This is an optimization exercise on Yosys and OpenROAD, whose aim is small area, not a production implementation.
The RTL was checked by simulation tests, not by an equivalence proof against the original design.
Power is estimated from default activity; no workload was simulated. The flow treats the clock pin as an ideal source, which a real chip does not have.

==> run P <==
// sobel_window_gen
module sobel_window_gen
#(
    parameter int IMG_W = sobel_pkg::IMG_W_DEF,
    parameter int IMG_H = sobel_pkg::IMG_H_DEF
) (
    input  logic        sys_clk_i,
    input  logic        sys_rst_ni,
    input  logic        pix_valid_i,
    input  logic        sof_i,
    input  sobel_pkg::pix_t        data_red_i,
    input  sobel_pkg::pix_t        data_green_i,
    input  sobel_pkg::pix_t        data_blue_i,
    output logic [71:0] win_o,
    output logic        win_valid_o,
    output logic        frame_done_o
);
    localparam int CW    = (IMG_W > 1) ? $clog2(IMG_W) : 1;
    localparam int RW    = (IMG_H > 1) ? $clog2(IMG_H) : 1;
    localparam int DEPTH = 2 * IMG_W + 3;
    logic            run_q;
    logic [CW-1:0]   col_q, nxt_col;
    logic [RW-1:0]   row_q, nxt_row;
    logic            take, eol, last, win_gate;
    sobel_pkg::pix_t gray, gray_q;
    logic            shift_q, shift_nq, pol_q;
    logic [1:0]      vld_pipe, done_pipe;
    logic [DEPTH*8-1:0] sr, sr_nxt;
    always_comb begin
        take     = pix_valid_i && (sof_i || run_q);
        eol      = !sof_i && (col_q == CW'(IMG_W - 1));
        last     = eol && (row_q == RW'(IMG_H - 1));
        nxt_col  = sof_i ? CW'(1) : ((col_q == CW'(IMG_W - 1)) ? '0 : col_q + CW'(1));
        nxt_row  = eol ? (last ? '0 : row_q + RW'(1)) : (sof_i ? '0 : row_q);
        win_gate = take && !sof_i && (row_q >= RW'(2)) && (col_q >= CW'(2));
    end
    always_ff @(posedge sys_clk_i or negedge sys_rst_ni) begin
        if (!sys_rst_ni) begin
            run_q <= 1'b0;
            col_q <= '0;
            row_q <= '0;
        end else if (take) begin
            run_q <= !last;
            col_q <= nxt_col;
            row_q <= nxt_row;
        end
    end
    always_ff @(posedge sys_clk_i or negedge sys_rst_ni) begin
        if (!sys_rst_ni) begin
            vld_pipe  <= '0;
  ...
==> module sobel_window_gen, before the edit <==
module sobel_window_gen
#(
    parameter int IMG_W = sobel_pkg::IMG_W_DEF,
    parameter int IMG_H = sobel_pkg::IMG_H_DEF
) (
    input  logic        sys_clk_i,
    input  logic        sys_rst_ni,
    input  logic        pix_valid_i,
    input  logic        sof_i,
    input  sobel_pkg::pix_t        data_red_i,
    input  sobel_pkg::pix_t        data_green_i,
    input  sobel_pkg::pix_t        data_blue_i,
    output logic [71:0] win_o,
    output logic        win_valid_o,
    output logic        frame_done_o
);
    localparam int CW    = (IMG_W > 1) ? $clog2(IMG_W) : 1;
    localparam int RW    = (IMG_H > 1) ? $clog2(IMG_H) : 1;
    localparam int DEPTH = 2 * IMG_W + 3;
    logic            run_q;
    logic [CW-1:0]   col_q, nxt_col;
    logic [RW-1:0]   row_q, nxt_row;
    logic            take, eol, last, win_gate;
    sobel_pkg::pix_t gray, gray_q;
    logic            shift_q, shift_nq, pol_q;
    logic [1:0]      vld_pipe, done_pipe;
    logic [DEPTH*8-1:0] sr, sr_nxt;
    always_comb begin
        take     = pix_valid_i && (sof_i || run_q);
        eol      = !sof_i && (col_q == CW'(IMG_W - 1));
        last     = eol && (row_q == RW'(IMG_H - 1));
        nxt_col  = sof_i ? CW'(1) : ((col_q == CW'(IMG_W - 1)) ? '0 : col_q + CW'(1));
        nxt_row  = eol ? (last ? '0 : row_q + RW'(1)) : (sof_i ? '0 : row_q);
        win_gate = take && !sof_i && (row_q >= RW'(2)) && (col_q >= CW'(2));
    end
    always_ff @(posedge sys_clk_i or negedge sys_rst_ni) begin
        if (!sys_rst_ni) begin
            run_q <= 1'b0;
            col_q <= '0;
            row_q <= '0;
        end else if (take) begin
            run_q <= !last;
            col_q <= nxt_col;
            row_q <= nxt_row;
        end
    end
    always_ff @(posedge sys_clk_i or negedge sys_rst_ni) begin
        if (!sys_rst_ni) begin
            vld_pipe  <= '0;
            done_pipe <= '0;
            shift_q   <= 1'b0;
            shift_nq  <= 1'b1;
            pol_q     <= 1'b0;
        end else begin
            vld_pipe  <= {vld_pipe[0], win_gate};
            done_pipe <= {done_pipe[0], take && last};
            shift_q   <= take;
            shift_nq  <= !take;
            pol_q     <= !pol_q;
        end
    end
    sobel_gray u_gray (
        .r (data_red_i),
        .g (data_green_i),
        .b (data_blue_i),
        .y (gray)
    );
    always_ff @(posedge sys_clk_i) begin
        gray_q <= gray;
    end
    localparam logic [DEPTH-1:0] PLAIN = (DEPTH'(7) << (2 * IMG_W)) | (DEPTH'(7) << IMG_W) | DEPTH'(7);
    sobel_line_buf #(
        .DEPTH (DEPTH),
        .PLAIN (PLAIN)
    ) u_sr (
        .sh        (shift_q),
        .sh_n      (shift_nq),
        .pol       (pol_q),
        .din       (gray_q),
        .q         (sr),
        .nxt       (sr_nxt)
    );
    always_ff @(posedge sys_clk_i) begin
        sr <= sr_nxt;
    end
    assign win_o = {sr[(2*IMG_W+2)*8 +: 8], sr[(2*IMG_W+1)*8 +: 8], sr[(2*IMG_W)*8 +: 8],
                    sr[(IMG_W+2)*8 +: 8],   sr[(IMG_W+1)*8 +: 8],   sr[IMG_W*8 +: 8],
                    sr[2*8 +: 8],           sr[1*8 +: 8],           sr[0 +: 8]};
    assign win_valid_o  = vld_pipe[1];
    assign frame_done_o = done_pipe[1];
endmodule
clock: 10.0 ns
lec_check: 0
cap_margin: 20
core_margin: 2
core_utilization: 75
slew_margin: 20
synth_hierarchical: 1
standard.sh (not shown) runs the stock make flow with config.mk's settings and CLKGATE_MAP_FILE= SYNTH_SCRIPT=/design/flow/synth_recipe.tcl, a recipe that flattens the netlist after the stock synthesis.
==> flow/flow/run.sh <==
#!/bin/bash
# Standard layout, with two changes passed to the ORFS scripts through their
# own environment hooks: port buffers use the smallest buffer, and clock tree
# synthesis uses larger sink clusters and no dummy loads.
set -euo pipefail
export BUFFER_PORTS_ARGS="-buffer_cell sky130_fd_sc_hd__buf_1"
export CTS_ARGS="-sink_clustering_enable -repair_clock_nets -sink_clustering_size 34 -sink_clustering_max_diameter 80 -buf_list {sky130_fd_sc_hd__clkbuf_16} -dont_use_dummy_load"
bash standard.sh > standard.log 2>&1
==> inputs of run Z, as changes to run P <==
--- a/flow/design.v
+++ b/flow/design.v
@@ -4,2 +4,8 @@
     typedef logic [7:0] pix_t;
+    typedef enum logic [1:0] {
+        IDLE,
+        FILL,
+        STREAM,
+        DONE
+    } state_t;
 endpackage
@@ -163,5 +169,5 @@
     localparam int DEPTH = 2 * IMG_W + 3;
-    logic            run_q;
-    logic [CW-1:0]   col_q, nxt_col;
-    logic [RW-1:0]   row_q, nxt_row;
+    sobel_pkg::state_t          state_q;
+    logic [CW-1:0]   col_q, cur_col, nxt_col;
+    logic [RW-1:0]   row_q, cur_row, nxt_row;
     logic            take, eol, last, win_gate;
@@ -172,8 +178,10 @@
     always_comb begin
-        take     = pix_valid_i && (sof_i || run_q);
-        eol      = !sof_i && (col_q == CW'(IMG_W - 1));
-        last     = eol && (row_q == RW'(IMG_H - 1));
-        nxt_col  = sof_i ? CW'(1) : ((col_q == CW'(IMG_W - 1)) ? '0 : col_q + CW'(1));
-        nxt_row  = eol ? (last ? '0 : row_q + RW'(1)) : (sof_i ? '0 : row_q);
-        win_gate = take && !sof_i && (row_q >= RW'(2)) && (col_q >= CW'(2));
+        take     = pix_valid_i && (sof_i || state_q == sobel_pkg::FILL || state_q == sobel_pkg::STREAM);
+        cur_col  = sof_i ? '0 : col_q;
+        cur_row  = sof_i ? '0 : row_q;
+        eol      = (cur_col == CW'(IMG_W - 1));
+        last     = eol && (cur_row == RW'(IMG_H - 1));
+        nxt_col  = eol ? '0 : cur_col + CW'(1);
+        nxt_row  = eol ? (last ? '0 : cur_row + RW'(1)) : cur_row;
+        win_gate = take && (cur_row >= RW'(2)) && (cur_col >= CW'(2));
     end
@@ -181,9 +189,20 @@
         if (!sys_rst_ni) begin
-            run_q <= 1'b0;
-            col_q <= '0;
-            row_q <= '0;
-        end else if (take) begin
-            run_q <= !last;
-            col_q <= nxt_col;
-            row_q <= nxt_row;
+            state_q <= sobel_pkg::IDLE;
+            col_q   <= '0;
+            row_q   <= '0;
+        end else begin
+            if (take) begin
+                col_q <= nxt_col;
+                row_q <= nxt_row;
+            end
+            case (state_q)
+                sobel_pkg::IDLE:    if (take) state_q <= sobel_pkg::FILL;
+                sobel_pkg::FILL:    if (take && !sof_i && eol && cur_row == RW'(1)) state_q <= sobel_pkg::STREAM;
+                sobel_pkg::STREAM:  if (take) begin
+                             if (sof_i)     state_q <= sobel_pkg::FILL;
+                             else if (last) state_q <= sobel_pkg::DONE;
+                         end
+                sobel_pkg::DONE:    state_q <= take ? sobel_pkg::FILL : sobel_pkg::IDLE;
+                default: state_q <= sobel_pkg::IDLE;
+            endcase
         end
==> flow/flow/run.sh (replaced) <==
#!/bin/bash
# Standard layout, with two changes passed to the ORFS scripts through their
# own environment hooks: port buffers use the smallest buffer, and clock tree
# synthesis uses larger sink clusters and no dummy loads.
set -euo pipefail
export BUFFER_PORTS_ARGS="-buffer_cell sky130_fd_sc_hd__buf_1"
export CTS_ARGS="-sink_clustering_enable -repair_clock_nets -sink_clustering_size 36 -sink_clustering_max_diameter 60 -buf_list {sky130_fd_sc_hd__clkbuf_16} -dont_use_dummy_load"
bash standard.sh > standard.log 2>&1
==> inputs of run G, as changes to run P <==
==> flow/flow/run.sh (replaced) <==
#!/bin/bash
# Standard layout, with two changes passed to the ORFS scripts through their
# own environment hooks: port buffers use the smallest buffer, and clock tree
# synthesis uses larger sink clusters and no dummy loads.
set -euo pipefail
export BUFFER_PORTS_ARGS="-buffer_cell sky130_fd_sc_hd__buf_1"
export CTS_ARGS="-sink_clustering_enable -repair_clock_nets -sink_clustering_size 22 -sink_clustering_max_diameter 50 -buf_list {sky130_fd_sc_hd__clkbuf_8} -dont_use_dummy_load"
bash standard.sh > standard.log 2>&1
--- a/flow/config.mk
+++ b/flow/config.mk
@@ -9,3 +9,3 @@
 export CORE_MARGIN = 2
-export CORE_UTILIZATION = 75
+export CORE_UTILIZATION = 85
 export SLEW_MARGIN = 20
==> Flow_metrics.wiki <==
{| class="wikitable"
! Metric !! Value
|-
| Status || complete, no violations
|-
| Time the worst path needs with I/O delays and setup || 9.476 ns
|-
| Proportion of cell area spent on the clock network || 2.875%
|-
| Non-clock buffer area fraction after layout || 1.139%
|-
| Register cell area after layout || 0.05248 mm²
|}
Source of the figures above: run P

==> Flow_metrics.wiki <==
{| class="wikitable"
! Metric !! Value
|-
| Status || complete, no violations
|-
| Reported net switching power || 8.981 mW
|-
| Time the worst path needs with I/O delays and setup || 9.425 ns
|-
| Register cell area after layout || 0.05250 mm²
|-
| Period Utilization, post-route || 94.25%
|-
| Well-tap cell count || 1298
|}
Source of the figures above: run Z

==> Flow_metrics.wiki <==
{| class="wikitable"
! Metric !! Value
|-
| Time the worst path needs with I/O delays and setup || 9.257 ns
|-
| Status || complete, no violations
|-
| Drc violations || 0
|-
| Non-clock buffer area fraction after layout || 1.211%
|-
| Biggest consumer || registers
|-
| Worst slew slack as a fraction of its limit || 21.99%
|-
| Required arrival time at the worst endpoint || 10.75 ns
|-
| Register cell area after layout || 0.05248 mm²
|}
Source of the figures above: run G

==> separate check: timing with driven ports <==
In the flow no input, the clock included, has a driving cell. The finished layouts below were timed again as built, in two steps. Step 1 sets driving cells, clkbuf_16 on the clock port and buf_2 on the other inputs (assumed; they add their load-dependent delay and slew). Step 2 also shifts input and output timing later by t, the mid clock arrival at the registers, as if the neighbouring blocks saw the same clock. Slacks: ideal ports / drivers / drivers and shift; pairs: ideal ports / drivers.
run | t, ns | slack for setup (ns) | clock arrival spread, ns
run P | 0.722 | 0.524 / 0.572 / -0.150 | 0.084 / 0.084
run Z | 0.789 | 0.575 / 0.619 / -0.170 | 0.078 / 0.078
run G | 0.911 | 0.743 / 0.792 / -0.120 | 0.087 / 0.087
Met with ideal ports but missed after step 2: setup timing in every run listed. For run G, which loses most, drivers alone change the setup slack by +0.049 ns; drivers and shift together by -0.863 ns.
